This is an optimization exercise on Yosys and OpenROAD, whose aim is small area, not a production implementation. Where RTL was checked, it was by simulation tests only, not by an equivalence proof against the original. The RTL of runs 1 to 3 was laid out without a check of its function. Power is estimated from default activity; no workload was simulated.

==> flow/design.v <==
package mipsDecodePkg;
    typedef enum logic [5:0] {
        OP_SPECIAL = 6'h00,
        OP_J       = 6'h02,
        OP_JAL     = 6'h03,
        OP_BEQ     = 6'h04,
        OP_BNE     = 6'h05,
        OP_ADDIU   = 6'h09,
        OP_SLTI    = 6'h0a,
        OP_ANDI    = 6'h0c,
        OP_ORI     = 6'h0d,
        OP_XORI    = 6'h0e,
        OP_LUI     = 6'h0f,
        OP_LW      = 6'h23,
        OP_SW      = 6'h2b
    } opcode_t;
    typedef enum logic [5:0] {
        F_SLL     = 6'h00,
        F_SRL     = 6'h02,
        F_SRA     = 6'h03,
        F_JR      = 6'h08,
        F_JALR    = 6'h09,
        F_SYSCALL = 6'h0c,
        F_ADDU    = 6'h21,
        F_SUBU    = 6'h23,
        F_AND     = 6'h24,
        F_OR      = 6'h25,
        F_XOR     = 6'h26,
        F_NOR     = 6'h27,
        F_SLT     = 6'h2a
    } funct_t;
    typedef enum logic [3:0] {
        ALU_NOP = 4'd0,
        ALU_ADD = 4'd1,
        ALU_SUB = 4'd2,
        ALU_AND = 4'd3,
        ALU_OR  = 4'd4,
        ALU_XOR = 4'd5,
        ALU_NOR = 4'd6,
        ALU_SLT = 4'd7,
        ALU_SLL = 4'd8,
        ALU_SRL = 4'd9,
        ALU_SRA = 4'd10,
        ALU_LUI = 4'd11
    } aluOp_t;
endpackage
`timescale 1ns/1ps
module instrDecoder (
    input  logic [31:0] instr,
    output logic        link,        
    output logic        jal,         
    output logic        regDst,      
    output logic        useRt,       
    output logic        useSImm,     
    output logic        jump,        
    output logic        jumpReg,     
    output logic        branch,      
    output logic        branchNotEqual,
    output logic        memRead,
    output logic        memWrite,
    output logic        regWrite,
    output logic        syscall,
    output logic [3:0]  aluOp
);
    logic [5:0] op;
    logic [5:0] fn;
    logic       special;
    logic       jr, jalr;
    assign op = instr[31:26];
    assign fn = instr[5:0];
    assign special = (op == 6'h00);
    always_comb begin
        logic [3:0] rAlu;
        case (fn)
            6'h00:   rAlu = 4'd8;    
            6'h02:   rAlu = 4'd9;    
            6'h03:   rAlu = 4'd10;   
            6'h21:   rAlu = 4'd1;    
            6'h23:   rAlu = 4'd2;    
            6'h24:   rAlu = 4'd3;    
            6'h25:   rAlu = 4'd4;    
            6'h26:   rAlu = 4'd5;    
            6'h27:   rAlu = 4'd6;    
            6'h2a:   rAlu = 4'd7;    
            6'h09:   rAlu = 4'd1;    
            default: rAlu = 4'd0;
        endcase
        jr   = special && (fn == 6'h08);
        jalr = special && (fn == 6'h09);
        syscall = special && (fn == 6'h0c);
        jal  = (op == 6'h03);
        jump = (op == 6'h02) || jal;
        jumpReg = jr || jalr;
        link = jal || jalr;
        branch = (op == 6'h04) || (op == 6'h05);
        branchNotEqual = op[0];
        memRead  = (op == 6'h23);
        memWrite = (op == 6'h2b);
        regDst = special && ((rAlu != 4'd0) || jr || syscall);
        useRt  = regDst || branch;
        useSImm = (op == 6'h09) || (op == 6'h0a) || memRead || memWrite;
        case (op)
            6'h00:   aluOp = rAlu;
            6'h03:   aluOp = 4'd1;
            6'h04,
            6'h05:   aluOp = 4'd2;
            6'h09:   aluOp = 4'd1;
            6'h0a:   aluOp = 4'd7;
            6'h0c:   aluOp = 4'd3;
            6'h0d:   aluOp = 4'd4;
            6'h0e:   aluOp = 4'd5;
            6'h0f:   aluOp = 4'd11;
            6'h23,
            6'h2b:   aluOp = 4'd1;
            default: aluOp = 4'd0;
        endcase
        regWrite = (aluOp != 4'd0) && !branch && !memWrite;
    end
endmodule
`timescale 1ns/1ps
module regFile (
    input  logic        CLK,
    input  logic        RESET,
    input  logic [4:0]  readRegA,
    input  logic [4:0]  readRegB,
    input  logic        readEnA,
    input  logic        readEnB,
    input  logic        writeEnable,
    input  logic [4:0]  writeReg,
    input  logic [31:0] writeData,
    output logic [31:0] readDataA,
    output logic [31:0] readDataB
);
    logic [31:0] regs [1:31];
    logic [31:1] written;
    logic [31:1] we;
    logic [31:1] selA;
    logic [31:1] selB;
    for (genvar i = 1; i < 32; i++) begin : g_reg
        assign we[i] = writeEnable && (writeReg == i);
        always_ff @(posedge CLK) begin
            if (we[i]) regs[i] <= writeData;
        end
        always_ff @(posedge CLK or negedge RESET) begin
            if (!RESET)     written[i] <= 1'b0;
            else if (we[i]) written[i] <= 1'b1;
        end
        assign selA[i] = readEnA && (readRegA == i) && written[i];
        assign selB[i] = readEnB && (readRegB == i) && written[i];
    end
    for (genvar b = 0; b < 32; b++) begin : g_bit
        logic [30:0] column;
        for (genvar i = 1; i < 32; i++) begin : g_col
            assign column[i-1] = regs[i][b];
        end
        readBit portA (.sel(selA), .d(column), .y(readDataA[b]));
        readBit portB (.sel(selB), .d(column), .y(readDataB[b]));
    end
endmodule
module readBit (
    input  logic [30:0] sel,
    input  logic [30:0] d,
    output logic        y
);
    logic [10:0] n;
    for (genvar g = 0; g < 10; g++) begin : g_grp
        aoi222 grp (
            .a1(sel[3*g]),   .a2(d[3*g]),
            .b1(sel[3*g+1]), .b2(d[3*g+1]),
            .c1(sel[3*g+2]), .c2(d[3*g+2]),
            .y (n[g])
        );
    end
    assign n[10] = ~(sel[30] & d[30]);
    assign y = ~&n;
endmodule
module aoi222 (
    input  logic a1, a2, b1, b2, c1, c2,
    output logic y
);
    assign y = ~((a1 & a2) | (b1 & b2) | (c1 & c2));
endmodule
`timescale 1ns/1ps
module operandIssue (
    input  logic        CLK,
    input  logic        RESET,
    input  logic        instrValid,
    input  logic [31:0] instr,
    input  logic [31:0] pc,
    input  logic        link,
    input  logic        jal,
    input  logic        regDst,
    input  logic        useRt,
    input  logic        useSImm,
    input  logic        jump,
    input  logic        jumpReg,
    input  logic        branch,
    input  logic        branchNotEqual,
    input  logic        memRead,
    input  logic        memWrite,
    input  logic        regWrite,
    input  logic        syscall,
    input  logic [3:0]  aluOp,
    input  logic [31:0] rsValue,
    input  logic [31:0] rtValue,
    output logic        outValid,
    output logic [31:0] instrOut,
    output logic [31:0] pcOut,
    output logic [31:0] operandA,
    output logic [31:0] operandB,
    output logic [4:0]  writeRegOut,
    output logic        regWriteOut,
    output logic        memReadOut,
    output logic        memWriteOut,
    output logic [31:0] memWriteData,
    output logic [3:0]  aluOpOut,
    output logic [4:0]  shiftAmount,
    output logic [31:0] altPc,
    output logic        requestAltPc,
    output logic        sys
);
    logic [31:0] pcPlus4;
    logic [31:0] pcPlus8;
    logic [31:0] branchPc;
    logic [31:0] immExt;
    logic [31:0] opB;
    logic [4:0]  destReg;
    logic [31:0] targetPc;
    logic        takeAlt;
    assign pcPlus4  = pc + 32'd4;
    assign pcPlus8  = pc + 32'd8;
    assign branchPc = {pc[31:2] + {{14{instr[15]}}, instr[15:0]} + 30'd1, pc[1:0]};
    assign immExt   = {{16{useSImm & instr[15]}}, instr[15:0]};
    assign opB = link ? pcPlus8 : (useRt ? rtValue : immExt);
    assign destReg = regDst ? instr[15:11] : (jal ? 5'd31 : instr[20:16]);
    always_comb begin
        if (jumpReg)     targetPc = rsValue;
        else if (jump)   targetPc = {pcPlus4[31:28], instr[25:0], 2'b00};
        else if (branch) targetPc = branchPc;
        else             targetPc = '0;
    end
    assign takeAlt = jump || jumpReg || (branch && ((rsValue == rtValue) != branchNotEqual));
    logic [31:0] instrQ;
    assign instrOut    = instrQ;
    assign shiftAmount = instrQ[10:6];
    always_ff @(posedge CLK or negedge RESET) begin
        if (!RESET) begin
            outValid     <= 1'b0;
            instrQ       <= '0;
            pcOut        <= '0;
            operandA     <= '0;
            operandB     <= '0;
            writeRegOut  <= '0;
            regWriteOut  <= 1'b0;
            memReadOut   <= 1'b0;
            memWriteOut  <= 1'b0;
            memWriteData <= '0;
            aluOpOut     <= '0;
            altPc        <= '0;
            requestAltPc <= 1'b0;
            sys          <= 1'b0;
        end else if (instrValid) begin
            outValid     <= 1'b1;
            instrQ       <= instr;
            pcOut        <= pc;
            operandA     <= link ? '0 : rsValue;
            operandB     <= opB;
            writeRegOut  <= destReg;
            regWriteOut  <= regWrite && (destReg != '0);
            memReadOut   <= memRead;
            memWriteOut  <= memWrite;
            memWriteData <= rtValue;
            aluOpOut     <= aluOp;
            altPc        <= targetPc;
            requestAltPc <= takeAlt;
            sys          <= syscall;
        end else begin
            outValid     <= 1'b0;
            instrQ       <= '0;
            pcOut        <= '0;
            operandA     <= '0;
            operandB     <= '0;
            writeRegOut  <= '0;
            regWriteOut  <= 1'b0;
            memReadOut   <= 1'b0;
            memWriteOut  <= 1'b0;
            memWriteData <= '0;
            aluOpOut     <= '0;
            altPc        <= '0;
            requestAltPc <= 1'b0;
            sys          <= 1'b0;
        end
    end
endmodule
`timescale 1ns/1ps
module decodeStage (
    input  logic                      CLK,
    input  logic                      RESET,
    input  logic                      instrValid,
    input  logic [31:0]               instr,
    input  logic [31:0]               pc,
    input  logic                      writeEnable,
    input  logic [4:0]                writeReg,
    input  logic [31:0]               writeData,
    output logic                      outValid,
    output logic [31:0]               instrOut,
    output logic [31:0]               pcOut,
    output logic [31:0]               operandA,
    output logic [31:0]               operandB,
    output logic [4:0]                writeRegOut,
    output logic                      regWriteOut,
    output logic                      memReadOut,
    output logic                      memWriteOut,
    output logic [31:0]               memWriteData,
    output mipsDecodePkg::aluOp_t     aluOpOut,
    output logic [4:0]                shiftAmount,
    output logic [31:0]               altPc,
    output logic                      requestAltPc,
    output logic                      sys
);
    logic       link, jal, regDst, useRt, useSImm, jump, jumpReg;
    logic       branch, branchNotEqual, memRead, memWrite, regWrite, syscall;
    logic [3:0] aluOp;
    logic [31:0] rsValue;
    logic [31:0] rtValue;
    logic [3:0]  aluOpQ;
    instrDecoder decoder (
        .instr          (instr),
        .link           (link),
        .jal            (jal),
        .regDst         (regDst),
        .useRt          (useRt),
        .useSImm        (useSImm),
        .jump           (jump),
        .jumpReg        (jumpReg),
        .branch         (branch),
        .branchNotEqual (branchNotEqual),
        .memRead        (memRead),
        .memWrite       (memWrite),
        .regWrite       (regWrite),
        .syscall        (syscall),
        .aluOp          (aluOp)
    );
    regFile registers (
        .CLK         (CLK),
        .RESET       (RESET),
        .readRegA    (instr[25:21]),
        .readRegB    (instr[20:16]),
        .readEnA     (instrValid),
        .readEnB     (instrValid),
        .writeEnable (writeEnable),
        .writeReg    (writeReg),
        .writeData   (writeData),
        .readDataA   (rsValue),
        .readDataB   (rtValue)
    );
    operandIssue issue (
        .CLK            (CLK),
        .RESET          (RESET),
        .instrValid     (instrValid),
        .instr          (instr),
        .pc             (pc),
        .link           (link),
        .jal            (jal),
        .regDst         (regDst),
        .useRt          (useRt),
        .useSImm        (useSImm),
        .jump           (jump),
        .jumpReg        (jumpReg),
        .branch         (branch),
        .branchNotEqual (branchNotEqual),
        .memRead        (memRead),
        .memWrite       (memWrite),
        .regWrite       (regWrite),
        .syscall        (syscall),
        .aluOp          (aluOp),
        .rsValue        (rsValue),
        .rtValue        (rtValue),
        .outValid       (outValid),
        .instrOut       (instrOut),
        .pcOut          (pcOut),
        .operandA       (operandA),
        .operandB       (operandB),
        .writeRegOut    (writeRegOut),
        .regWriteOut    (regWriteOut),
        .memReadOut     (memReadOut),
        .memWriteOut    (memWriteOut),
        .memWriteData   (memWriteData),
        .aluOpOut       (aluOpQ),
        .shiftAmount    (shiftAmount),
        .altPc          (altPc),
        .requestAltPc   (requestAltPc),
        .sys            (sys)
    );
    assign aluOpOut = aluOpQ;
endmodule
==> flow/run.sh <==
#!/bin/bash
# synth_recipe.tcl (not shown) runs the flow's synth.tcl, then flattens the netlist and writes it again
# the make line also repeats each setting of config.mk as NAME=value (left out here)
make -C /OpenROAD-flow-scripts/flow DESIGN_CONFIG=/design/flow/config.mk WORK_HOME=/design/flow/orfs CLKGATE_MAP_FILE= SYNTH_SCRIPT=/design/flow/synth_recipe.tcl finish
==> flow/config.mk <==
export PLATFORM = sky130hd
export DESIGN_NAME = decodeStage
export DESIGN_NICKNAME = decodeStage
export VERILOG_FILES = /design/flow/design.v
export SDC_FILE = /design/flow/constraint.sdc
export NUM_CORES = 4
export LEC_CHECK = 0
export CAP_MARGIN = 20
export CORE_MARGIN = 2
export CORE_UTILIZATION = 40
export SLEW_MARGIN = 20
export SYNTH_HIERARCHICAL = 1
==> flow/constraint.sdc <==
create_clock -name core_clock -period 5.5 [get_ports {CLK}]
set_input_delay 1.1000 -clock core_clock [delete_from_list [all_inputs] [get_ports {CLK}]]
set_output_delay 1.1000 -clock core_clock [all_outputs]
set_load 0.01 [all_outputs]
==> summary.txt, run 1 <==
* Top cell type's share of synthesized area at approximately 60%
* TritonCTS Buffers at 120
* Final slew viol count at 0
* NetSw at between 0.004 and 0.005 W
* Comb power frac at approximately 8.4%
* Post-CTS sizing at 0
* ANT nets after route at 0
* Number of global-route vias before repair at ~38000
* Initial detailed-routing violation count at around 10000
* WP data required at just over 6 ns
* Setup WS post-layout at about 0.31 ns
* Commonest cells post-synth: edfxtp_1 (992), a222oi_1 (640), dfrtp_1 (238), nand4_1 (148), and2_1 (139)
* Peak supply drop at between 0.2 and 0.3 mV
* #FFs+latches synth at approximately 1200
* LEAKAGE at 22.3 nW
* 1st-pass router iterations at 14
* Clk pin slew, worst setup/hold paths at 0.07 ns
* Routed via count at just under 40000
* Post-Layout Cell Count at 5621
* RSZ-0062 raised after global routing: no
* Post-Route WL at 206000 um
* Clock Root Buffer: clkbuf_16
* Layout cells sized above 1 at ~16%
* Worst hold margin at about 0.44 ns
* Antenna violations before repair at 16
* Largest cells by area after synthesis: edfxtp_1 (59%), a222oi_1 (13%), dfrtp_1 (12%), nand4_1 (1.8%), and2_1 (1.7%)
* Input/output buffers at 316
* M1 WL at 72900 um
* Worst min path class: input pin to asynchronous set/reset pin
* GR Overflow Total at 0
* Die height at about 360 um
* Met3 routed WL at between 20000 and 30000 um
* Post-route DRC at 0
* # IOs at 317
* Flop pwr share at roughly half
* Synthesized cell area at 50500 um^2
* Die Area at between 100000 and 150000 um^2
* EDFF count, synth at a little under 1000
* Final Critical Period at just over 5 ns
* HPWL Detailed at 137000 um
* Top sig layer: met5
* Crit. End Element: flip-flop
* First-pass GRT wire length at 286000 um
* Register area share after synthesis at 70.7%
* H-tree levels at 3
* Final setup fails at 0
* Worst setup SP type: input pin
* TritonCTS clock tree: built
* Synth unique cells at 85
* Largest net degree at the start of global routing at 134
* GRT Util Overall at a little under a third
* Mapped Cells at 3153
* FFs w/ async S/R, synth at between 10% and 20%
* Total setup buffers inserted after CTS at 0
* Clk Latency, worst-skew pair at roughly 0.79 ns
* WL/cell at ~37 um
* Initial Util at roughly 40%
* Die width at between 300 and 400 um
* Fmax at about 190 MHz
* Clock tree buffer depth at 3
* # rows at 130
* Outcome: timing/DRC/antenna clean
* Critical Setup Path Class: input pin to flip-flop
* Max-cap viol count at 0
* Final worst-path cycle share at between 90% and 100%
* Syn avg cell area at 16.0 um^2
* Post-CTS Hold Buffers at 0
* Switch share at between 20% and 30%
* Place WS at -0.199 ns
* Nets at 3992
* Final Skew at roughly 0.051 ns
* Cell taking the most area after synthesis: edfxtp_1
* Top_reg_cell synth: edfxtp_1
* Clock sink count at approximately 1200
* Critical-path maximum fanout at 26
* Dpl cells at 5384
* Yosys warnings at 10
* Final Hold Viols at 0
* Final Wtd Congestion at between 0.9 and 1
* Slew HR at between 20% and 30%
* Core ar. at 125000 um^2
* CP arrival at 5.89 ns
* Via-per-instance ratio at roughly 7.1
* Routed met2 length at 91500 um
* P per Cell Area at ~330 nW/um^2
* Clock power frac at 40.9%
* Cell internal pwr at approximately 0.016 W
* Post-synth net total at 3289
* Worst-margin pin slew at 1.14 ns
* Area grow syn2layout at 24.7%
* Finished Core Util at 50.2%
* Count leader, synth: edfxtp_1
==> modules after synthesis (local to each module, per instance), excerpt <==
module,cells inside,area (um^2),copies in the design,flip-flops and latches
operandIssue,968,10100,1,207
regFile,1205,31700,1,1023
instrDecoder,84,548,1,0
readBit,4,27.5,64,0
aoi222,1,10.0,640,0
==> placed cells by master, fill, tap and decap left out, types with 72 or more instances in the layout <==
master | netlist | final
edfxtp_1 | 992 | 992
a222oi_1 | 640 | 640
clkdlybuf4s50_1 | 0 | 290
buf_4 | 7 | 278
dfrtp_1 | 238 | 238
nand4_1 | 148 | 148
and2_1 | 139 | 139
clkbuf_16 | 0 | 120
nand2_1 | 118 | 118
nor2_1 | 116 | 83
and3_1 | 73 | 72
==> sequential cells by signal, summed over array words and instances (netlist names) <==
register            count
issue.memReadOut        1
issue.altPc            32
issue.sys               1
issue.pcOut            32
issue.writeRegOut       5
issue.requestAltPc      1
issue.memWriteData     32
issue.operandB         32
issue.memWriteOut       1
issue.outValid          1
registers.written      31
issue.regWriteOut       1
issue.instrQ           32
issue.aluOpOut          4
issue.operandA         32
registers.regs        992
==> layout make-up <==
type / count / area (um^2)
Tap cell: 1650 / 2060
Sequential cell: 1230 / 35700
Fill cell: 10500 / 62400
Timing Repair Buffer: 663 / 6530
Clock inverter: 80 / 862
Clock buffer: 143 / 3090
Inverter: 17 / 63.8
Antenna cell: 14 / 35.0
Multi-Input combinational cell: 1824 / 14600
==> per-layer routing <==
layer / vias up / global-route usage [%]
met5: - / 0
met4: 14 / 15.9
met3: 735 / 9.32
met2: 3663 / 47.8
met1: 19500 / 39.4
li1: 15700 / -
==> critical path, cell delays in order <==
cell	delay [ns]
clkdlybuf4s50_1	0.54
and2_0	0.44
and3_1	0.38
buf_12	0.21
a222oi_1	0.59
nand4_1	0.28
a2111o_1	0.51
xnor2_1	0.67
nand4_1	0.28
nor4_1	0.25
nand2_1	0.18
xnor2_1	0.21
nand2_1	0.08
a21oi_1	0.15
==> power by group through the flow <==
stage,Sequential [W],Combinational [W],Clock (W)
after global routing,0.0104,0.00179,0.00883
after floorplan,0.0106,0.000618,0
after global placement,0.0106,0.00168,0
after CTS,0.0104,0.00169,0.00846
final,0.0104,0.00173,0.00840
after detailed placement,0.0106,0.00169,0
==> kinds of logic (layout without fill, tap and decap cells) <==
group	count (synthesis)	after routing	share of synthesized area, %
XOR/XNOR	80	80	1.39
flip-flops	1230	1230	70.7
AND/OR/NAND/NOR	744	744	8.28
other	0	14	0
AO/OA/AOI/OAI	959	959	17.7
buffers and inverters	99	903	0.864
adder cells (fa/ha/maj)	31	31	0.783
multiplexers	10	10	0.220
==> path summary, 6_finish.rpt <==
kind	cells past startpoint	slack, ns	to	start
max	14	0.31	issue.requestAltPc	instr[21]
min	1	0.44	issue.instrQ[15]	RESET
max reg2reg	13	1.37	issue.requestAltPc	registers.written[19]
min reg2reg	1	0.50	registers.written[3]	registers.written[3]
max in group asynchronous	2	3.87	registers.written[2]	RESET
min in group core_clock	1	0.50	registers.written[3]	registers.written[3]
==> per-stage QoR <==
stage	cell area (um^2)	total power, W	TNS (ns)
detailed placement	59100	0.0123	-0.199
global placement	59100	0.0123	-0.335
finish	63000	0.0206	0
CTS	63000	0.0206	0
global route	63000	0.0210	0
floorplan	50500	0.0112	0
==> run 2: changes to the inputs <==
--- a/flow/design.v
+++ b/flow/design.v
@@ -99,3 +99,3 @@
         regDst = special && ((rAlu != 4'd0) || jr || syscall);
-        useRt  = regDst || branch;
+        useRt  = (regDst && !jalr) || branch;
         useSImm = (op == 6'h09) || (op == 6'h0a) || memRead || memWrite;
@@ -221,23 +221,32 @@
 );
-    logic [31:0] pcPlus4;
-    logic [31:0] pcPlus8;
-    logic [31:0] branchPc;
+    logic [31:3] pcPlus8;
+    logic [31:28] pcPlus4Hi;
+    logic [16:0] branchLo;
+    logic [29:0] branchPc;
     logic [31:0] immExt;
-    logic [31:0] opB;
     logic [4:0]  destReg;
-    logic [31:0] targetPc;
-    logic        takeAlt;
-    assign pcPlus4  = pc + 32'd4;
-    assign pcPlus8  = pc + 32'd8;
-    assign branchPc = {pc[31:2] + {{14{instr[15]}}, instr[15:0]} + 30'd1, pc[1:0]};
-    assign immExt   = {{16{useSImm & instr[15]}}, instr[15:0]};
-    assign opB = link ? pcPlus8 : (useRt ? rtValue : immExt);
+    logic        eq;
+    logic [31:0] instrD, pcD, opAD, opBD, altPcD;
+    logic [4:0]  destD;
+    logic        takeD;
+    assign pcPlus8   = pc[31:3] + 29'd1;
+    assign pcPlus4Hi = pc[31:28] + {3'd0, &pc[27:2]};
+    assign branchLo = {1'b0, pc[17:2]} + {1'b0, instr[15:0]} + 17'd1;
+    assign branchPc = {pc[31:18] + {14{instr[15]}} + {13'd0, branchLo[16]}, branchLo[15:0]};
+    assign immExt  = {{16{useSImm & instr[15]}}, instr[15:0]};
     assign destReg = regDst ? instr[15:11] : (jal ? 5'd31 : instr[20:16]);
-    always_comb begin
-        if (jumpReg)     targetPc = rsValue;
-        else if (jump)   targetPc = {pcPlus4[31:28], instr[25:0], 2'b00};
-        else if (branch) targetPc = branchPc;
-        else             targetPc = '0;
-    end
-    assign takeAlt = jump || jumpReg || (branch && ((rsValue == rtValue) != branchNotEqual));
+    assign eq      = (rsValue == rtValue);
+    logic v;
+    assign v = instrValid;
+    assign instrD = {32{v}} & instr;
+    assign pcD    = {32{v}} & pc;
+    assign opAD   = {32{~link}} & rsValue;
+    assign opBD   = ({32{v & link}} & {pcPlus8, pc[2:0]})
+                  | ({32{useRt}} & rtValue)
+                  | ({32{v & ~link & ~useRt}} & immExt);
+    assign altPcD = ({32{jumpReg}} & rsValue)
+                  | ({32{v & jump}} & {pcPlus4Hi, instr[25:0], 2'b00})
+                  | ({32{v & branch}} & {branchPc, pc[1:0]});
+    assign destD  = {5{v}} & destReg;
+    assign takeD  = v & (jump || jumpReg || (branch && (eq != branchNotEqual)));
     logic [31:0] instrQ;
@@ -261,32 +270,17 @@
             sys          <= 1'b0;
-        end else if (instrValid) begin
-            outValid     <= 1'b1;
-            instrQ       <= instr;
-            pcOut        <= pc;
-            operandA     <= link ? '0 : rsValue;
-            operandB     <= opB;
-            writeRegOut  <= destReg;
-            regWriteOut  <= regWrite && (destReg != '0);
-            memReadOut   <= memRead;
-            memWriteOut  <= memWrite;
-            memWriteData <= rtValue;
-            aluOpOut     <= aluOp;
-            altPc        <= targetPc;
-            requestAltPc <= takeAlt;
-            sys          <= syscall;
         end else begin
-            outValid     <= 1'b0;
-            instrQ       <= '0;
-            pcOut        <= '0;
-            operandA     <= '0;
-            operandB     <= '0;
-            writeRegOut  <= '0;
-            regWriteOut  <= 1'b0;
-            memReadOut   <= 1'b0;
-            memWriteOut  <= 1'b0;
-            memWriteData <= '0;
-            aluOpOut     <= '0;
-            altPc        <= '0;
-            requestAltPc <= 1'b0;
-            sys          <= 1'b0;
+            outValid     <= v;
+            instrQ       <= instrD;
+            pcOut        <= pcD;
+            operandA     <= opAD;
+            operandB     <= opBD;
+            writeRegOut  <= destD;
+            regWriteOut  <= v && regWrite && (destReg != '0);
+            memReadOut   <= v && memRead;
+            memWriteOut  <= v && memWrite;
+            memWriteData <= rtValue;
+            aluOpOut     <= {4{v}} & aluOp;
+            altPc        <= altPcD;
+            requestAltPc <= takeD;
+            sys          <= v && syscall;
         end
--- a/flow/config.mk
+++ b/flow/config.mk
@@ -7,6 +7,9 @@
 export LEC_CHECK = 0
-export CAP_MARGIN = 20
+export CAP_MARGIN = 0
 export CORE_MARGIN = 2
 export CORE_UTILIZATION = 40
-export SLEW_MARGIN = 20
+export CTS_BUF_LIST = sky130_fd_sc_hd__clkbuf_16 sky130_fd_sc_hd__clkbuf_8
+export CTS_CLUSTER_DIAMETER = 80
+export CTS_CLUSTER_SIZE = 32
+export SLEW_MARGIN = 0
 export SYNTH_HIERARCHICAL = 1
==> run 2 against run 1 <==
Net effect: via count down 6.8%; sequential power is essentially flat; total power down 17%; critical path type unchanged; non-clock buffer count is 105 lower; critical endpoint is now issue.altPc[28]; routed wire length is 5.5% lower; synthesized area fell by 1.8%; critical path depth is 5 higher; largest cell class unchanged; first-iteration DRC count down 8.3%; highest routed layer unchanged.
==> summary.txt, run 2 <==
* # rows at 129
* FF/Latch Area at approximately 36000 um^2
* Via-per-instance ratio at around 7.1
* Critical Setup Path Class: input pin to flip-flop
* EDFF count, synth at 992
* Synth unique cells at 76
* Clock tree buffer depth at 3
* 1st-pass router iterations at 12
* Clock Root Buffer: clkbuf_16
* Top_reg_cell synth: edfxtp_1
* Mapped Cells at 2979
* LEAKAGE at between 20 and 25 nW
* Place WS at -0.386 ns
* Design Power at around 0.017 W
* Setup TNS at 0 ns
* CP arrival at ~5.7 ns
* WL/cell at between 30 and 40 um
* Final Critical Period at 5.13 ns
* TritonCTS Buffers at 50
* Top sig layer: met5
* Final slew viol count at 0
* RSZ-0062 raised after global routing: no
* FFs w/ async S/R, synth at 19.3%
* Commonest cells post-synth: edfxtp_1 (992), a222oi_1 (643), dfrtp_1 (238), nand4_1 (136), nand2_1 (102)
* Slew HR at under 10%
* Initial detailed-routing violation count at approximately 9000
* Antenna violations before repair at 14
* Area grow syn2layout at 18.9%
* M1 WL at 69400 um
* Routed met2 length at 88200 um
* Crit. End Element: flip-flop
* Worst min path class: input pin to asynchronous set/reset pin
* # IOs at 317
* Layout cells sized above 1 at 10.7%
* Fmax at 195 MHz
* Routed via count at ~37000
* Worst setup SP type: input pin
* HPWL Detailed at 123000 um
* Nets at 3661
* Footprint of the multi-input gates at approximately 14000 um^2
* Finished Core Util at between 40% and 50%
* Die Area at 127000 um^2
* Number of fill cells in the layout at 10500
* Post-synth net total at 3118
* Number of global-route vias before repair at between 30000 and 40000
* Final worst-path cycle share at 93.3%
* TritonCTS clock tree: built
* Post-route DRC at 0
* Outcome: timing/DRC/antenna clean
* R2R Path Start: registers.written[16]
* Most flops, register: registers.regs
* Final Wtd Congestion at 0.941
* Final Hold Viols at 0
* Clk pin slew, worst setup/hold paths at 0.12 ns
* GRT Util Overall at around 30%
* Most frequent cells in the layout: edfxtp_1 (992), a222oi_1 (643), clkdlybuf4s50_1 (314), dfrtp_1 (238), buf_4 (179)
* Final setup fails at 0
* Largest cells by area after synthesis: edfxtp_1 (60%), a222oi_1 (13%), dfrtp_1 (12%), nand4_1 (1.7%), a2111o_1 (1.5%)
* Met3 routed WL at between 20000 and 30000 um
* Core ar. at between 100000 and 150000 um^2
* Synthesized cell area at 49600 um^2
* WP data required at ~6.1 ns
* H-tree levels at 2
* Top cell type's share of synthesized area at between 60 and 70%
* Die width at approximately 360 um
* Setup WS post-layout at between 0.3 and 0.4 ns
* Count leader, synth: edfxtp_1
* Largest net degree at the start of global routing at 103
* Die height at 356 um
* Dpl cells at 5107
* Post-Route WL at around 200000 um
* First-pass GRT wire length at 267000 um
* Max-cap viol count at 0
* R2R depth at 12
* Cell taking the most area after synthesis: edfxtp_1
* Post-Layout Cell Count at 5200
* Post-CTS Hold Buffers at 0
* Yosys warnings at 10
* Worst-margin pin slew at around 1.4 ns
* CP Launch Point: pc[2]
* Reg2reg setup slack at roughly 1.7 ns
* Clock sink count at 1230
* Critical-path maximum fanout at 2
* Peak supply drop at between 0.2 and 0.3 mV
* Syn avg cell area at ~17 um^2
* #FFs+latches synth at approximately 1200
* Total setup buffers inserted after CTS at 0
* Final Skew at 0.0470 ns
* ANT nets after route at 0
* Initial Util at between 40% and 50%
* R2r endpoint: issue.requestAltPc
* Crit path to: issue.altPc[28]
* P per Cell Area at approximately 290 nW/um^2
* Commonest non-fill, non-tap cell in the layout: edfxtp_1
* Input/output buffers at roughly 320
* Clk Latency, worst-skew pair at ~0.7 ns
* Largest register FFs at between 900 and 1000
* GR Overflow Total at 0
* Post-CTS sizing at 0
* Register area share after synthesis at just over 70%
-- run 2: critical path: stages --
cell and delay, ns:
clkdlybuf4s50_1 0.41, inv_1 0.14, ha_1 0.21, fa_1 0.23
nor2b_1 0.08, o2111ai_1 0.23, nand2_1 0.15, o221a_2 0.29
o21ai_0 0.32, o21ai_0 0.26, fa_1 0.52, fa_1 0.44
a21o_1 0.19, a21oi_2 0.15, o21ai_1 0.08, or4_1 0.48
a31oi_2 0.19, xor2_1 0.17, o21ai_1 0.07
-- run 2: worst min-delay path by stage --
| stage | from | endpoint | slack [ns] | cells past startpoint |
|---|---|---|---|---|
| global route | RESET | issue.pcOut[3] | 0.47 | 1 |
| global placement | registers.written[11] | registers.written[11] | 0.47 | 1 |
| detailed placement | registers.written[12] | registers.written[12] | 0.47 | 1 |
| CTS | RESET | issue.pcOut[3] | 0.44 | 1 |
| finish | RESET | issue.pcOut[3] | 0.43 | 1 |
| floorplan | registers.written[1] | registers.written[1] | 0.45 | 1 |
-- run 2: routing by layer --
metal | up-vias | GRT usage (%)
li1 | 14700 | -
met1 | 18700 | 38.0
met2 | 3081 | 45.8
met3 | 429 | 9.65
met4 | 4 | 13.1
met5 | - | 0
-- run 2: kinds of logic after synthesis --
family	count (synthesis)	share of synthesized area, %
flip-flops	1230	72.0
adder cells (fa/ha/maj)	35	0.923
buffers and inverters	80	0.802
XOR/XNOR	86	1.52
multiplexers	3	0.0630
AND/OR/NAND/NOR	588	6.90
AO/OA/AOI/OAI	957	17.8
-- run 2: layout make-up --
type | count | share of cell area, %
diodes | 12 | 0.0509
repair buffers | 558 | 9.80
well taps | 1637 | 3.47
clock buffers | 50 | 2.12
multi-input cells | 1669 | 23.3
inverters | 13 | 0.0827
clock inverters | 31 | 0.630
flip-flops and latches | 1230 | 60.6
-- run 2: stage by stage --
step	hold slack, ns	cell area, um^2
2_1_floorplan	0.448	49600
3_3_place_gp	0.468	57400
3_5_place_dp	0.470	57400
4_1_cts	0.437	59000
5_1_grt	0.472	59000
6_report	0.425	59000
-- run 2: power by group --
group / internal, W / leakage [nW] / switching [W]
Clock: 0.00190 / 0.813 / 0.00304
Sequential: 0.0103 / 12.1 / 0.000115
Combinational: 0.000624 / 7.68 / 0.00102
Total: 0.0128 / 20.5 / 0.00418
-- run 2: Yosys stat by module, one instance, submodules excluded, a selection --
module / cell area [um^2] / cells inside
operandIssue: 9150 / 795
readBit: 27.5 / 4
regFile: 31700 / 1205
aoi222: 10.0 / 1
instrDecoder: 561 / 83
==> run 3: changes to the inputs <==
==> flow/flow/run.sh (new file) <==
#!/bin/bash
# The standard layout, with two changes to how ORFS makes it:
#  - the port buffers are the smallest buffer cell instead of clkdlybuf4s50_1
#  - after global routing, gates with spare slack are sized down (RECOVER_POWER)
set -euo pipefail
export BUFFER_PORTS_ARGS="-buffer_cell sky130_fd_sc_hd__buf_1"
export RECOVER_POWER=100
bash standard.sh > standard_flow.log 2>&1
==> flow/standard.sh (new file) <==
#!/bin/bash
# synth_recipe.tcl (not shown) runs the flow's synth.tcl, then flattens the netlist and writes it again
# the make line also repeats each setting of config.mk as NAME=value (left out here)
make -C /OpenROAD-flow-scripts/flow DESIGN_CONFIG=/design/flow/config.mk WORK_HOME=/design/flow/orfs CLKGATE_MAP_FILE= SYNTH_SCRIPT=/design/flow/synth_recipe.tcl "${@:-finish}"
removed: flow/run.sh
==> run 3 against run 2 <==
Net effect: now fails the layout checks on max-capacitance violations, max-slew violations; die area unchanged; sequential power about the same; first-iteration DRC count shrank 9.2%; critical path type unchanged; sequential cell count did not move; non-clock buffer count up 18; total power down 2.0%; global-route usage fell by 1.0 points; register-to-register slack lost 0.23 ns; cell count increased by 0.40%; critical path depth fell by 5.
==> summary.txt, run 3 <==
* 1st-pass router iterations at 11
* Final Wtd Congestion at 0.938
* Die width at ~360 um
* Input/output buffers at around 320
* Syn avg cell area at about 17 um^2
* #FFs+latches synth at around 1200
* Nets at 3679
* Most flops, register: registers.regs
* Die Area at ~130000 um^2
* CP Launch Point: instrValid
* P per Cell Area at between 200 and 300 nW/um^2
* Register area share after synthesis at between 70 and 80%
* Initial Util at around two fifths
* EDFF count, synth at roughly 1000
* RSZ-0062 raised after global routing: no
* Die height at between 300 and 400 um
* Commonest cells post-synth: edfxtp_1 (992), a222oi_1 (643), dfrtp_1 (238), nand4_1 (136), nand2_1 (102)
* WP data required at between 6 and 7 ns
* CP dominant cell by count: clkbuf_1
* Critical path's slowest cell: clkbuf_1
* R2R depth at 12
* Worst-margin pin slew at between 3 and 4 ns
* Fail Reasons: max-capacitance violations, max-slew violations
* Critical-path maximum fanout at 23
* Crit. End Element: flip-flop
* Largest register FFs at about 990
* Final worst-path cycle share at 94.3%
* Most frequent cells in the layout: edfxtp_1 (992), a222oi_1 (643), buf_1 (304), dfrtp_1 (238), nand4_1 (136)
* Slowest stage delay, CP at ~0.91 ns
* Final setup fails at 0
* TritonCTS clock tree: built
* TritonCTS Buffers at 50
* Area grow syn2layout at 13.9%
* Setup TNS at 0 ns
* # rows at around 130
* Critical path depth at 14
* Worst setup SP type: input pin
* ANT nets after route at 0
* Count leader, synth: edfxtp_1
* R2r endpoint: issue.requestAltPc
* Post-route DRC at 0
* Clk pin slew, worst setup/hold paths at about 0.12 ns
* Number of global-route vias before repair at between 30000 and 40000
* Mapped Cells at about 3000
* GR Overflow Total at 0
* Routed via count at ~37000
* Clk Latency, worst-skew pair at around 0.72 ns
* Top delay family on crit path: buffers and inverters
* Post-CTS sizing at 0
* WL/cell at around 36 um
* GRT Util Overall at ~29%
* Clock sink count at about 1200
* Initial detailed-routing violation count at 8170
* Largest net degree at the start of global routing at ~150
* Post-synth net total at around 3100
* R2R Path Start: registers.written[18]
* Final slew viol count at approximately 1600
* Post-Route WL at ~190000 um
* LEAKAGE at 19.4 nW
* Post-CTS Hold Buffers at 0
* Antenna violations before repair at 14
* Design Power at about 0.017 W
* Slew HR at -131%
* Worst min path class: flip-flop to flip-flop
* H-tree levels at 2
* HPWL Detailed at about 120000 um
* Synth unique cells at 76
* Cell taking the most area after synthesis: edfxtp_1
* Final Skew at around 0.032 ns
* Peak supply drop at 0.270 mV
* Reg2reg setup slack at ~1.5 ns
* Commonest non-fill, non-tap cell in the layout: edfxtp_1
* Clock tree buffer depth at 3
* Layout cells sized above 1 at approximately 7.7%
* Final Critical Period at 5.19 ns
* Via-per-instance ratio at about 7
* Core ar. at 123000 um^2
* WP buf/inv at 3
* Max-cap viol count at between 50 and 60
* Clock Root Buffer: clkbuf_16
* First-pass GRT wire length at 258000 um
* Top_reg_cell synth: edfxtp_1
* FFs w/ async S/R, synth at 19.3%
* # IOs at between 300 and 400
* Crit-path cells: clkbuf_1, and4b_1, and3_1, clkbuf_1, clkbuf_1, a222oi_1, nand4_1, a2111o_1, xor2_1, nor4_1, nand4_1, nor2_1, xnor2_1, o21ai_0
* Total setup buffers inserted after CTS at 0
* Fmax at around 190 MHz
* Outcome: complete, but fails checks
* Yosys warnings at 10
* Largest cells by area after synthesis: edfxtp_1 (60%), a222oi_1 (13%), dfrtp_1 (12%), nand4_1 (1.7%), a2111o_1 (1.5%)
* Final Hold Viols at 0
* Synthesized cell area at about 50000 um^2
* Top cell type's share of synthesized area at around 60%
* Crit path to: issue.requestAltPc
* CP arrival at around 5.7 ns
* Critical Setup Path Class: input pin to flip-flop
-- run 3: worst register-to-register path: stages, from the launching register on --
cell and delay (ns):
dfrtp_1 0.41, and3_1 0.26, clkbuf_1 0.53, clkbuf_1 0.30
a222oi_1 0.36, nand4_1 0.34, a2111o_1 0.56, xor2_1 0.20
nor4_1 0.25, nand4_1 0.14, nor2_1 0.24, xnor2_1 0.15
o21ai_0 0.09
-- run 3: modules after synthesis (local to each module, per instance), a selection --
module        cell area [um^2]  flops+latches  cells
operandIssue              9150            207    795
readBit                   27.5              0      4
regFile                  31700           1023   1205
instrDecoder               561              0     83
aoi222                    10.0              0      1
-- run 3: logic make-up (layout without fill, tap and decap cells) --
family | count (synthesis) | after routing | synth area share, %
compound gates | 957 | 957 | 17.8
other cells | 0 | 13 | 0
flops | 1230 | 1230 | 72.0
xor+xnor | 86 | 86 | 1.52
buf+inv | 80 | 672 | 0.802
mux | 3 | 3 | 0.0630
simple gates | 588 | 588 | 6.90
fa+ha+maj | 35 | 35 | 0.923
-- run 3: worst min-delay path by stage --
stage,startpoint,to,slack [ns],cells after the start
2_1_floorplan,registers.written[1],registers.written[1],0.45,1
3_3_place_gp,registers.written[8],registers.written[8],0.47,1
3_5_place_dp,registers.written[3],registers.written[3],0.47,1
4_1_cts,RESET,issue.instrQ[3],0.26,1
5_1_grt,registers.written[30],registers.written[30],0.51,1
6_report,registers.written[11],registers.written[11],0.49,1
-- run 3: stage by stage --
| stage | setup slack, ns | hold slack [ns] | std cells | utilization (%) | instance area, um^2 |
|---|---|---|---|---|---|
| 5_1_grt | 0.264 | 0.513 | 5216 | 45.8 | 56500 |
| 4_1_cts | 0.780 | 0.260 | 5206 | 46.2 | 57000 |
| 6_report | 0.312 | 0.492 | 5221 | 45.8 | 56500 |
| 3_3_place_gp | 0.0503 | 0.466 | 5123 | 44.9 | 55400 |
| 2_1_floorplan | 0.239 | 0.448 | 2979 | - | 49600 |
| 3_5_place_dp | 0.0494 | 0.467 | 5123 | 44.9 | 55400 |
-- run 3: where the power goes --
group          switching, W  leakage [nW]  internal [W]
combinational      0.000998          6.51      0.000426
clock               0.00300         0.797       0.00184
sequential         0.000113          12.1        0.0103
total               0.00411          19.4        0.0126
-- run 3: area by class of cell --
| class | count | area [um^2] |
|---|---|---|
| tap | 1637 | 2050 |
| fill | 10900 | 67000 |
| antenna | 13 | 32.5 |
| timing repair buffer | 576 | 3430 |
| sequential | 1230 | 35700 |
| clock buffer | 51 | 1280 |
| multi-input combinational | 1669 | 13600 |
| inverter | 13 | 48.8 |
| clock inverter | 32 | 348 |
-- run 3: per-layer routing --
layer / global-route usage, % / wire, um / share of wire, %
met1: 36.8 / 66800 / 36
met2: 44.6 / 85400 / 45
met3: 7.56 / 25800 / 14
met4: 14.5 / 9830 / 5.2
met5: 0 / 15 / 0.0080
==> run 4: changes to the inputs <==
--- a/flow/design.v
+++ b/flow/design.v
@@ -62,3 +62,3 @@
     output logic        syscall,
-    output logic [3:0]  aluOp
+    output mipsDecodePkg::aluOp_t aluOp
 );
@@ -72,16 +72,16 @@
     always_comb begin
-        logic [3:0] rAlu;
+        mipsDecodePkg::aluOp_t rAlu;
         case (fn)
-            6'h00:   rAlu = 4'd8;    
-            6'h02:   rAlu = 4'd9;    
-            6'h03:   rAlu = 4'd10;   
-            6'h21:   rAlu = 4'd1;    
-            6'h23:   rAlu = 4'd2;    
-            6'h24:   rAlu = 4'd3;    
-            6'h25:   rAlu = 4'd4;    
-            6'h26:   rAlu = 4'd5;    
-            6'h27:   rAlu = 4'd6;    
-            6'h2a:   rAlu = 4'd7;    
-            6'h09:   rAlu = 4'd1;    
-            default: rAlu = 4'd0;
+            6'h00:   rAlu = mipsDecodePkg::ALU_SLL;    
+            6'h02:   rAlu = mipsDecodePkg::ALU_SRL;    
+            6'h03:   rAlu = mipsDecodePkg::ALU_SRA;   
+            6'h21:   rAlu = mipsDecodePkg::ALU_ADD;    
+            6'h23:   rAlu = mipsDecodePkg::ALU_SUB;    
+            6'h24:   rAlu = mipsDecodePkg::ALU_AND;    
+            6'h25:   rAlu = mipsDecodePkg::ALU_OR;    
+            6'h26:   rAlu = mipsDecodePkg::ALU_XOR;    
+            6'h27:   rAlu = mipsDecodePkg::ALU_NOR;    
+            6'h2a:   rAlu = mipsDecodePkg::ALU_SLT;    
+            6'h09:   rAlu = mipsDecodePkg::ALU_ADD;    
+            default: rAlu = mipsDecodePkg::ALU_NOP;
         endcase
@@ -98,3 +98,3 @@
         memWrite = (op == 6'h2b);
-        regDst = special && ((rAlu != 4'd0) || jr || syscall);
+        regDst = special && ((rAlu != mipsDecodePkg::ALU_NOP) || jr || syscall);
         useRt  = (regDst && !jalr) || branch;
@@ -103,16 +103,16 @@
             6'h00:   aluOp = rAlu;
-            6'h03:   aluOp = 4'd1;
+            6'h03:   aluOp = mipsDecodePkg::ALU_ADD;
             6'h04,
-            6'h05:   aluOp = 4'd2;
-            6'h09:   aluOp = 4'd1;
-            6'h0a:   aluOp = 4'd7;
-            6'h0c:   aluOp = 4'd3;
-            6'h0d:   aluOp = 4'd4;
-            6'h0e:   aluOp = 4'd5;
-            6'h0f:   aluOp = 4'd11;
+            6'h05:   aluOp = mipsDecodePkg::ALU_SUB;
+            6'h09:   aluOp = mipsDecodePkg::ALU_ADD;
+            6'h0a:   aluOp = mipsDecodePkg::ALU_SLT;
+            6'h0c:   aluOp = mipsDecodePkg::ALU_AND;
+            6'h0d:   aluOp = mipsDecodePkg::ALU_OR;
+            6'h0e:   aluOp = mipsDecodePkg::ALU_XOR;
+            6'h0f:   aluOp = mipsDecodePkg::ALU_LUI;
             6'h23,
-            6'h2b:   aluOp = 4'd1;
-            default: aluOp = 4'd0;
+            6'h2b:   aluOp = mipsDecodePkg::ALU_ADD;
+            default: aluOp = mipsDecodePkg::ALU_NOP;
         endcase
-        regWrite = (aluOp != 4'd0) && !branch && !memWrite;
+        regWrite = (aluOp != mipsDecodePkg::ALU_NOP) && !branch && !memWrite;
     end
@@ -202,3 +202,3 @@
     input  logic        syscall,
-    input  logic [3:0]  aluOp,
+    input  mipsDecodePkg::aluOp_t aluOp,
     input  logic [31:0] rsValue,
@@ -215,3 +215,3 @@
     output logic [31:0] memWriteData,
-    output logic [3:0]  aluOpOut,
+    output mipsDecodePkg::aluOp_t aluOpOut,
     output logic [4:0]  shiftAmount,
@@ -266,3 +266,3 @@
             memWriteData <= '0;
-            aluOpOut     <= '0;
+            aluOpOut     <= mipsDecodePkg::ALU_NOP;
             altPc        <= '0;
@@ -281,3 +281,3 @@
             memWriteData <= rtValue;
-            aluOpOut     <= {4{v}} & aluOp;
+            aluOpOut     <= v ? aluOp : mipsDecodePkg::ALU_NOP;
             altPc        <= altPcD;
@@ -316,6 +316,5 @@
     logic       branch, branchNotEqual, memRead, memWrite, regWrite, syscall;
-    logic [3:0] aluOp;
+    mipsDecodePkg::aluOp_t aluOp;
     logic [31:0] rsValue;
     logic [31:0] rtValue;
-    logic [3:0]  aluOpQ;
     instrDecoder decoder (
@@ -382,3 +381,3 @@
         .memWriteData   (memWriteData),
-        .aluOpOut       (aluOpQ),
+        .aluOpOut       (aluOpOut),
         .shiftAmount    (shiftAmount),
@@ -388,3 +387,2 @@
     );
-    assign aluOpOut = aluOpQ;
 endmodule
==> flow/run.sh (new file) <==
#!/bin/bash
# synth_recipe.tcl (not shown) runs the flow's synth.tcl, then flattens the netlist and writes it again
# the make line also repeats each setting of config.mk as NAME=value (left out here)
make -C /OpenROAD-flow-scripts/flow DESIGN_CONFIG=/design/flow/config.mk WORK_HOME=/design/flow/orfs CLKGATE_MAP_FILE= SYNTH_SCRIPT=/design/flow/synth_recipe.tcl finish
removed: flow/flow/run.sh
removed: flow/standard.sh
==> run 4 against run 3 <==
Net effect: now clean on timing, DRC and antenna; core utilization increased by 2.3 points; synthesized cell count unchanged; sequential share of layout area decreased by 3.0 points; critical path depth increased by 6; register-to-register slack improved by 0.23 ns; non-clock buffer count increased by 19; sequential cell count unchanged; setup slack improved by 0.052 ns; total power increased by 1.8%; count of clock-buffer cells in the layout increased by 2; maximum frequency increased by 1.0%; clock power increased by 1%; largest cell class unchanged; largest power group unchanged.
==> summary.txt, run 4 <==
* Routed via count at roughly 37000
* Mapped Cells at 2979
* Number of global-route vias before repair at between 30000 and 40000
* Critical path depth at 20
* Synth unique cells at between 70 and 80
* Clock power frac at ~29%
* ANT nets after route at 0
* TritonCTS clock tree: built
* Count leader, synth: edfxtp_1
* Setup TNS at 0 ns
* Fmax at roughly 190 MHz
* HPWL Detailed at 123000 um
* Grt peak-use layer: met2
* R2R depth at 13
* Die Area at 127000 um^2
* Place WS at -0.489 ns
* Clock sink count at between 1000 and 1500
* WP data required at 6.08 ns
* Worst-margin pin slew at between 1 and 1.5 ns
* Setup WS post-layout at roughly 0.36 ns
* WP buf/inv at 3
* FFs w/ async S/R, synth at 19.3%
* #FFs+latches synth at 1230
* Peak supply drop at approximately 0.24 mV
* H-tree levels at 2
* NetSw at slightly above 0.004 W
* Final worst-path cycle share at 93.4%
* Core ar. at about 120000 um^2
* Critical path's slowest cell: or4_1
* Via-per-instance ratio at 7.07
* TritonCTS Buffers at 50
* Cell area after layout at around 59000 um^2
* Final Wtd Congestion at between 0.9 and 1
* Top_reg_cell synth: edfxtp_1
* WL/cell at 37.4 um
* Top delay family on crit path: compound AO/OA/AOI/OAI gates
* Initial detailed-routing violation count at around 8600
* Flop pwr share at roughly three fifths
* Synthesized cell area at about 50000 um^2
* Die height at around 360 um
* Register area share after synthesis at about 72%
* Outcome: timing/DRC/antenna clean
* Largest net degree at the start of global routing at around 160
* Most frequent cells in the layout: edfxtp_1 (992), a222oi_1 (643), clkdlybuf4s50_1 (314), dfrtp_1 (238), buf_4 (212)
* Cell taking the most area after synthesis: edfxtp_1
* Commonest cells post-synth: edfxtp_1 (992), a222oi_1 (643), dfrtp_1 (238), nand4_1 (136), nand2_1 (102)
* # IOs at 317
* CP arrival at around 5.7 ns
* Largest cells by area after synthesis: edfxtp_1 (60%), a222oi_1 (13%), dfrtp_1 (12%), nand4_1 (1.7%), a2111o_1 (1.5%)
* Syn avg cell area at about 17 um^2
* # rows at between 100 and 150
* Switch share at 24.5%
* Max-cap viol count at 0
* GR Overflow Total at 0
* Yosys warnings at 10
* Grt met3 use at 8.87%
* Comb power frac at between 9 and 10%
* Post-route DRC at 0
* Slew HR at under 10%
* Final setup fails at 0
* RSZ-0062 raised after global routing: no
* Final Critical Period at roughly 5.1 ns
* Clk pin slew, worst setup/hold paths at between 0.1 and 0.15 ns
* Final slew viol count at 0
* Slowest stage delay, CP at 0.48 ns
* Antenna violations before repair at 16
* Area grow syn2layout at 19.6%
* GRT Util Overall at around 30%
* First-pass GRT wire length at around 270000 um
* Commonest non-fill, non-tap cell in the layout: edfxtp_1
* Initial Util at 40.2%
* Final Skew at roughly 0.045 ns
* Total setup buffers inserted after CTS at 0
* Crit-path cells: clkdlybuf4s50_1, inv_1, ha_1, fa_1, nor2b_1, o2111ai_1, nand2_1, o221a_2, o21ai_1, o21ai_0, buf_4, fa_1, fa_1, a21o_1, a21oi_2, o21ai_1, or4_1, a31oi_2, xor2_1, o21ai_1
* Cell internal pwr at ~0.013 W
* Post-synth net total at between 3000 and 4000
* Post-Route WL at about 200000 um
* Layout cells sized above 1 at 11.6%
* LEAKAGE at a little over 20 nW
* Clk Latency, worst-skew pair at about 0.73 ns
* GRT met2 Usage at a little under half
* Critical Setup Path Class: input pin to flip-flop
* Clock tree buffer depth at 3
* Die width at between 300 and 400 um
* Nets at around 3700
* Worst setup SP type: input pin
* Most flops, register: registers.regs
* Largest register FFs at 992
* Input/output buffers at roughly 320
* Final Hold Viols at 0
* 1st-pass router iterations at 13
* Crit. End Element: flip-flop
* GR met1 Demand/Resource at between 30% and 40%
* EDFF count, synth at 992
* Clock Root Buffer: clkbuf_16
* Top cell type's share of synthesized area at between 60% and 70%
* Critical-path maximum fanout at 3
* Placed inst area at 57700 um^2
* P per Cell Area at 286 nW/um^2
* Worst min path class: input pin to asynchronous set/reset pin
==> run 4: final timing paths <==
| path | slack, ns | end | startpoint |
|---|---|---|---|
| worst max-delay path | 0.36 | issue.altPc[28] | pc[2] |
| worst min-delay path | 0.14 | issue.pcOut[20] | RESET |
| worst max register to register | 1.74 | issue.requestAltPc | registers.written[24] |
| worst min register to register | 0.49 | registers.written[5] | registers.written[5] |
| max in group asynchronous | 4.19 | registers.written[25] | RESET |
| min in group core_clock | 0.49 | registers.written[5] | registers.written[5] |
==> run 4: power groups by stage <==
stage                     logic (W)  clock network (W)  registers (W)
after global routing        0.00173            0.00524         0.0104
final                       0.00167            0.00489         0.0104
after detailed placement    0.00162                  0         0.0106
after floorplan            0.000554                  0         0.0106
after global placement      0.00162                  0         0.0106
after CTS                   0.00163            0.00493         0.0104
==> run 4: stage by stage <==
step	power [W]	hold WS [ns]	instances	util, %
after floorplan	0.0112	0.448	2979	-
after CTS	0.0170	0.107	5225	48.0
after detailed placement	0.0122	0.466	5144	46.7
after global routing	0.0174	0.108	5230	48.0
final	0.0170	0.141	5234	48.1
after global placement	0.0122	0.466	5144	46.7
==> run 4: cell families after synthesis <==
| group | share of synthesized area, % |
|---|---|
| mux | 0.0630 |
| fa+ha+maj | 0.923 |
| flops | 72.0 |
| simple gates | 6.90 |
| compound gates | 17.8 |
| buf+inv | 0.802 |
| xor+xnor | 1.52 |
==> run 4: timing repair <==
item / 4_1_cts / 5_1_grt
gates resized for setup: 0 / 1
setup endpoints to repair: 0 / 3
hold buffers: 0 / 0
==> run 4: per-layer routing <==
metal	wire length [um]	share of wire, %	vias to the layer above
met4	9290	4.7	8
met5	59	0.030	-
met2	89300	46	3072
li1	-	-	14700
met1	69900	36	18700
met3	27200	14	482
==> run 4: per-module statistics from Yosys (local to each module, per instance), excerpt <==
module | flip-flops and latches | copies in the design
aoi222 | 0 | 640
instrDecoder | 0 | 1
operandIssue | 207 | 1
readBit | 0 | 64
regFile | 1023 | 1
==> run 4: area by class of cell <==
class	instances	area, um^2
multi-input combinational	1669	13700
sequential	1230	35700
timing repair buffer	595	6110
inverter	13	48.8
fill	10500	64100
tap	1637	2050
clock buffer	53	1320
antenna	9	22.5
clock inverter	28	312
==> run 5: changes to the inputs <==
==> flow/flow/run.sh (new file) <==
#!/bin/bash
# The standard layout, with one change to how ORFS makes it:
#  - the port buffers are the smallest buffer cell instead of clkdlybuf4s50_1
set -euo pipefail
export BUFFER_PORTS_ARGS="-buffer_cell sky130_fd_sc_hd__buf_1"
bash standard.sh > standard_flow.log 2>&1
==> flow/standard.sh (new file) <==
#!/bin/bash
# synth_recipe.tcl (not shown) runs the flow's synth.tcl, then flattens the netlist and writes it again
# the make line also repeats each setting of config.mk as NAME=value (left out here)
make -C /OpenROAD-flow-scripts/flow DESIGN_CONFIG=/design/flow/config.mk WORK_HOME=/design/flow/orfs CLKGATE_MAP_FILE= SYNTH_SCRIPT=/design/flow/synth_recipe.tcl "${@:-finish}"
--- a/flow/config.mk
+++ b/flow/config.mk
@@ -7,9 +7,10 @@
 export LEC_CHECK = 0
-export CAP_MARGIN = 0
+export CAP_MARGIN = 10
 export CORE_MARGIN = 2
-export CORE_UTILIZATION = 40
+export CORE_UTILIZATION = 60
 export CTS_BUF_LIST = sky130_fd_sc_hd__clkbuf_16 sky130_fd_sc_hd__clkbuf_8
 export CTS_CLUSTER_DIAMETER = 80
-export CTS_CLUSTER_SIZE = 32
-export SLEW_MARGIN = 0
+export CTS_CLUSTER_SIZE = 30
+export PLACE_DENSITY = 0.75
+export SLEW_MARGIN = 10
 export SYNTH_HIERARCHICAL = 1
removed: flow/run.sh
==> run 5 against run 4 <==
Net effect: still clean on timing, DRC and antenna; synthesized cell count unchanged; total power down 2.1%; core utilization up 19 points; largest power group unchanged; highest routed layer unchanged.
==> summary.txt, run 5 <==
* Outcome: timing/DRC/antenna clean
* WP buf/inv at 2
* #FFs+latches synth at between 1000 and 1500
* R2R Path Start: registers.written[22]
* Final Hold Viols at 0
* Commonest cells post-synth: edfxtp_1 (992), a222oi_1 (643), dfrtp_1 (238), nand4_1 (136), nand2_1 (102)
* ANT nets after route at 0
* Nets at 3597
* TritonCTS Buffers at 50
* Commonest non-fill, non-tap cell in the layout: edfxtp_1
* Mapped Cells at about 3000
* FF/Latch Area at between 30000 and 40000 um^2
* Top_reg_cell synth: edfxtp_1
* Final Critical Period at roughly 5.2 ns
* Antenna violations before repair at 13
* P per Cell Area at 300 nW/um^2
* TritonCTS clock tree: built
* Reg2reg setup slack at roughly 1.4 ns
* Slowest stage delay, CP at ~0.78 ns
* Post-CTS sizing at 0
* Critical Setup Path Class: input pin to flip-flop
* Syn avg cell area at 16.7 um^2
* WP data required at between 6 and 7 ns
* Crit-path cells: buf_1, and4b_1, and3_1, buf_4, a222oi_1, nand4_1, a2111o_1, xor2_1, nor4_1, nand4_1, nor2_1, xnor2_1, o21ai_0
* Die width at 292 um
* Largest cells by area after synthesis: edfxtp_1 (60%), a222oi_1 (13%), dfrtp_1 (12%), nand4_1 (1.7%), a2111o_1 (1.5%)
* Largest register FFs at approximately 990
* Worst-margin pin slew at around 1.1 ns
* Clock Root Buffer: clkbuf_16
* Initial detailed-routing violation count at 10700
* Setup TNS at 0 ns
* Number of fill cells in the layout at between 5000 and 6000
* Slew HR at 25.2%
* GR Overflow Total at 0
* Area grow syn2layout at 11.6%
* Count leader, synth: edfxtp_1
* Number of global-route vias before repair at about 37000
* EDFF count, synth at 992
* Final setup fails at 0
* Die height at approximately 290 um
* Post-synth net total at just over 3000
* Routed via count at ~38000
* LEAKAGE at 19.4 nW
* Critical path's slowest cell: nor4_1
* Most flops, register: registers.regs
* Footprint of the multi-input gates at ~14000 um^2
* Via-per-instance ratio at a little over 8
* Most frequent cells in the layout: edfxtp_1 (992), a222oi_1 (643), buf_1 (293), dfrtp_1 (238), buf_4 (151)
* FFs w/ async S/R, synth at ~19%
* Final worst-path cycle share at between 90% and 100%
* Peak supply drop at 0.265 mV
* Register area share after synthesis at 72.0%
* Synthesized cell area at ~50000 um^2
* Max-cap viol count at 0
* Total setup buffers inserted after CTS at 0
* WL/cell at between 30 and 40 um
* Synth unique cells at between 70 and 80
* Worst setup SP type: input pin
* Worst min path class: input pin to asynchronous set/reset pin
* Initial Util at ~60%
* Die Area at around 85000 um^2
* Dpl cells at ~4500
* Post-Route WL at 182000 um
* Post-CTS Hold Buffers at 0
* Top cell type's share of synthesized area at 60.0%
* GRT Util Overall at a little over two fifths
* Clk Latency, worst-skew pair at about 0.68 ns
* Critical-path maximum fanout at 32
* Core ar. at slightly above 80000 um^2
* Final Wtd Congestion at ~1
* Post-route DRC at 0
* CP dominant cell by count: nand4_1
* Fmax at 191 MHz
* Crit. End Element: flip-flop
* R2R depth at 11
* Largest net degree at the start of global routing at approximately 130
* Final Skew at 0.0313 ns
* Layout cells sized above 1 at around a tenth
* Input/output buffers at 316
* Clk pin slew, worst setup/hold paths at 0.11 ns
* # rows at around 110
* Cell taking the most area after synthesis: edfxtp_1
* R2r endpoint: issue.requestAltPc
* Yosys warnings at 10
* Clock sink count at between 1000 and 1500
* RSZ-0062 raised after global routing: no
* H-tree levels at 2
* # IOs at between 300 and 400
* HPWL Detailed at around 110000 um
* Final slew viol count at 0
* 1st-pass router iterations at 17
* CP arrival at approximately 5.8 ns
* Clock tree buffer depth at 3
* First-pass GRT wire length at around 260000 um
* Top delay family on crit path: simple AND/OR/NAND/NOR gates
* Post-Layout Cell Count at between 4000 and 5000
-- run 5: cell counts after synthesis --
No cell type changed its count.
-- run 5: cells by family after synthesis --
family	after synthesis	synth area share, %
buffers and inverters	80	0.802
XOR/XNOR	86	1.52
adder cells (fa/ha/maj)	35	0.923
AND/OR/NAND/NOR	588	6.90
flip-flops	1230	72.0
AO/OA/AOI/OAI	957	17.8
multiplexers	3	0.0630
-- run 5: power breakdown --
group	total (W)	switching, W	internal, W	leakage, nW
logic	0.00142	0.00100	0.000415	6.53
registers	0.0104	0.000118	0.0103	12.1
clock network	0.00480	0.00286	0.00193	0.826
-- run 5: worst max path at each step --
stage | from | endpoint | depth (start not counted)
finish | instr[25] | issue.requestAltPc | 13
global route | instr[25] | issue.requestAltPc | 13
CTS | pc[2] | issue.altPc[28] | 20
detailed placement | pc[2] | issue.altPc[28] | 20
global placement | pc[2] | issue.altPc[28] | 20
floorplan | instr[24] | issue.requestAltPc | 12
-- run 5: final cells by class --
| class | instances | share of cell area, % |
|---|---|---|
| sequential | 1230 | 64.6 |
| multi-input combinational | 1669 | 24.8 |
| timing repair buffer | 494 | 5.21 |
| tap | 1070 | 2.42 |
| clock buffer | 51 | 2.31 |
| clock inverter | 29 | 0.558 |
| inverter | 13 | 0.0882 |
| antenna | 9 | 0.0407 |
-- run 5: per-module statistics from Yosys, one instance, submodules excluded, excerpt --
| module | cells inside | area (um^2) | flip-flops and latches | times used |
|---|---|---|---|---|
| instrDecoder | 83 | 561 | 0 | 1 |
| aoi222 | 1 | 10.0 | 0 | 640 |
| operandIssue | 795 | 9150 | 207 | 1 |
| readBit | 4 | 27.5 | 0 | 64 |
| regFile | 1205 | 31700 | 1023 | 1 |
-- run 5: layer usage --
metal  track usage, %  share of wire (%)  up-vias
li1                 -                  -    14500
met1             50.7                 31    18200
met2             62.4                 44     4244
met3             16.7                 18      856
met4             26.8                7.2        4
met5             1.36              0.097        -
-- run 5: per-stage QoR --
step	area, um^2	worst slack [ns]	total power [W]	util, %	hold slack (ns)
after detailed placement	53700	0.0994	0.0119	65.5	0.473
after CTS	55300	0.778	0.0165	67.4	0.490
after global placement	53700	0.101	0.0119	65.5	0.466
after global routing	55400	0.307	0.0170	67.5	0.515
final	55400	0.274	0.0166	67.5	0.482
after floorplan	49600	0.239	0.0112	-	0.448
==> run 6: changes to the inputs <==
--- a/flow/config.mk
+++ b/flow/config.mk
@@ -9,3 +9,3 @@
 export CORE_MARGIN = 2
-export CORE_UTILIZATION = 60
+export CORE_UTILIZATION = 50
 export CTS_BUF_LIST = sky130_fd_sc_hd__clkbuf_16 sky130_fd_sc_hd__clkbuf_8
@@ -13,3 +13,3 @@
 export CTS_CLUSTER_SIZE = 30
-export PLACE_DENSITY = 0.75
+export PLACE_DENSITY = 0.65
 export SLEW_MARGIN = 10
==> run 6 against run 5 <==
Net effect: synthesized area did not move; setup slack gained 0.49 ns; total power up 0.91%; die area grew 20%; combinational power about the same; cell area grew 0.65%; register-to-register slack better by 0.30 ns; routed wire length grew 1.8%; non-clock buffer count up 8; global-route usage is 6.6 points lower; clock skew down 0.0044 ns; first-iteration DRC count fell by 6.3%; still clean on timing, DRC and antenna.
==> summary.txt, run 6 <==
* Worst hold margin at around 0.44 ns
* CP arrival at around 5.3 ns
* Final Hold Viols at 0
* Final Skew at around 0.027 ns
* Setup TNS at 0 ns
* R2R depth at 12
* Outcome: timing/DRC/antenna clean
* Largest register FFs at roughly 1000
* Final slew viol count at 0
* Clk pin slew, worst setup/hold paths at approximately 0.11 ns
* Most flops, register: registers.regs
* Placed inst area at ~54000 um^2
* Worst-margin pin slew at ~1.1 ns
* Commonest cells post-synth: edfxtp_1 (992), a222oi_1 (643), dfrtp_1 (238), nand4_1 (136), nand2_1 (102)
* # IOs at about 320
* Critical path depth at 19
* Footprint of the multi-input gates at around 14000 um^2
* Count leader, synth: edfxtp_1
* WP buf/inv at 2
* Core ar. at roughly 100000 um^2
* Final setup fails at 0
* Critical path's slowest cell: or4_1
* FFs w/ async S/R, synth at between 10% and 20%
* Most frequent cells in the layout: edfxtp_1 (992), a222oi_1 (643), buf_1 (295), dfrtp_1 (238), buf_4 (164)
* CP dominant cell by count: fa_1
* Cell area after layout at 55700 um^2
* Cell taking the most area after synthesis: edfxtp_1
* Routed via count at 37400
* TritonCTS clock tree: built
* Final worst-path cycle share at 86.2%
* Largest cells by area after synthesis: edfxtp_1 (60%), a222oi_1 (13%), dfrtp_1 (12%), nand4_1 (1.7%), a2111o_1 (1.5%)
* FF/Latch Area at ~36000 um^2
* EDFF count, synth at 992
* Initial detailed-routing violation count at between 10000 and 15000
* 1st-pass router iterations at 11
* P per Cell Area at 301 nW/um^2
* Slew HR at ~30%
* H-tree levels at 2
* Worst setup SP type: input pin
* Final Critical Period at 4.74 ns
* # rows at 115
* Number of global-route vias before repair at 36000
* Top_reg_cell synth: edfxtp_1
* Post-Layout Cell Count at 4794
* Die height at 319 um
* Largest net degree at the start of global routing at between 100 and 150
* Post-synth net total at between 3000 and 4000
* Clock sink count at between 1000 and 1500
* Dpl cells at 4700
* Max-cap viol count at 0
* Crit-path cells: buf_1, inv_1, ha_1, fa_1, nor2b_1, o2111ai_1, nand2_1, o221a_2, o21ai_0, o21ai_0, fa_1, fa_1, a21o_1, a21oi_2, o21ai_1, or4_1, a31oi_2, xor2_1, o21ai_1
* Via-per-instance ratio at ~8
* Antenna violations before repair at 13
* LEAKAGE at a little under 20 nW
* Area grow syn2layout at 12.3%
* Worst min path class: input pin to asynchronous set/reset pin
* Post-CTS Hold Buffers at 0
* Syn avg cell area at roughly 17 um^2
* Clock Root Buffer: clkbuf_16
* TritonCTS Buffers at between 50 and 60
* Initial Util at 50.4%
* HPWL Detailed at around 120000 um
* RSZ-0062 raised after global routing: no
* Top delay family on crit path: compound AO/OA/AOI/OAI gates
* #FFs+latches synth at approximately 1200
* Crit. End Element: flip-flop
* Mapped Cells at roughly 3000
* Post-Route WL at ~190000 um
* WL/cell at just under 40 um
* Clk Latency, worst-skew pair at just under 0.7 ns
* Critical Setup Path Class: input pin to flip-flop
* Layout cells sized above 1 at under 10%
* Critical-path maximum fanout at 2
* Top cell type's share of synthesized area at 60.0%
* Yosys warnings at 10
* Die Area at between 100000 and 150000 um^2
* Synth unique cells at between 70 and 80
* WP data required at 6.03 ns
* ANT nets after route at 0
* CP Launch Point: pc[2]
* Post-CTS sizing at 0
* First-pass GRT wire length at 258000 um
* Synthesized cell area at 49600 um^2
* Final Wtd Congestion at approximately 1.0
* GR Overflow Total at 0
* Input/output buffers at 316
* Total setup buffers inserted after CTS at 0
* Fmax at 211 MHz
* Finished Core Util at 56.6%
* Nets at 3607
* Commonest non-fill, non-tap cell in the layout: edfxtp_1
* Clock tree buffer depth at 3
* Post-route DRC at 0
* Die width at roughly 320 um
* Slowest stage delay, CP at 0.48 ns
* GRT Util Overall at about a third
* Register area share after synthesis at 72.0%
* R2R Path Start: registers.written[24]
* Number of fill cells in the layout at 7694
* Peak supply drop at 0.245 mV
## run 6: worst paths after layout
| path | end | slack (ns) |
|---|---|---|
| max in group asynchronous | registers.written[3] | 3.78 |
| hold reg to reg | registers.written[2] | 0.51 |
| hold / removal | issue.altPc[31] | 0.44 |
| setup reg to reg | issue.requestAltPc | 1.73 |
| min in group core_clock | registers.written[2] | 0.51 |
| setup / recovery | issue.altPc[28] | 0.76 |
## run 6: kinds of logic after synthesis
kind of cell	share of synthesized area [%]
flops	72.0
simple gates	6.90
fa+ha+maj	0.923
xor+xnor	1.52
mux	0.0630
buf+inv	0.802
compound gates	17.8
## run 6: power breakdown
| group | internal, W | switching [W] | total [W] |
|---|---|---|---|
| sequential | 0.0103 | 0.000127 | 0.0104 |
| clock | 0.00202 | 0.00293 | 0.00495 |
| combinational | 0.000424 | 0.000978 | 0.00140 |
## run 6: per-layer routing
layer | global-route usage [%] | part of all wire, %
met1 | 44.0 | 33
met2 | 54.9 | 45
met3 | 11.2 | 15
met4 | 18.8 | 5.9
met5 | 0 | 0.0070
## run 6: through the flow
step,setup WS [ns],power (W)
3_5_place_dp,0.101,0.0120
4_1_cts,0.796,0.0167
2_1_floorplan,0.239,0.0112
5_1_grt,0.555,0.0172
3_3_place_gp,0.136,0.0119
6_report,0.760,0.0168
## run 6: per-module statistics from Yosys, one instance, submodules excluded, a selection
module        flip-flops and latches  area [um^2]  cells inside
readBit                            0         27.5             4
regFile                         1023        31700          1205
operandIssue                     207         9150           795
instrDecoder                       0          561            83
aoi222                             0         10.0             1
## run 6: final cells by class
type,instances,share of cell area [%]
Multi-Input combinational cell,1669,24.6
Antenna cell,11,0.0494
Sequential cell,1230,64.2
Tap cell,1287,2.89
Timing Repair Buffer,502,5.18
Clock inverter,29,0.618
Clock buffer,53,2.38
Inverter,13,0.0876

Setup slack of run 6, layout unchanged: 0.760 ns with ideal ports, 0.720 ns with driving cells assumed (clock clkbuf_16, inputs buf_2), -0.019 ns with port delays also shifted by the 0.739 ns mid clock arrival.
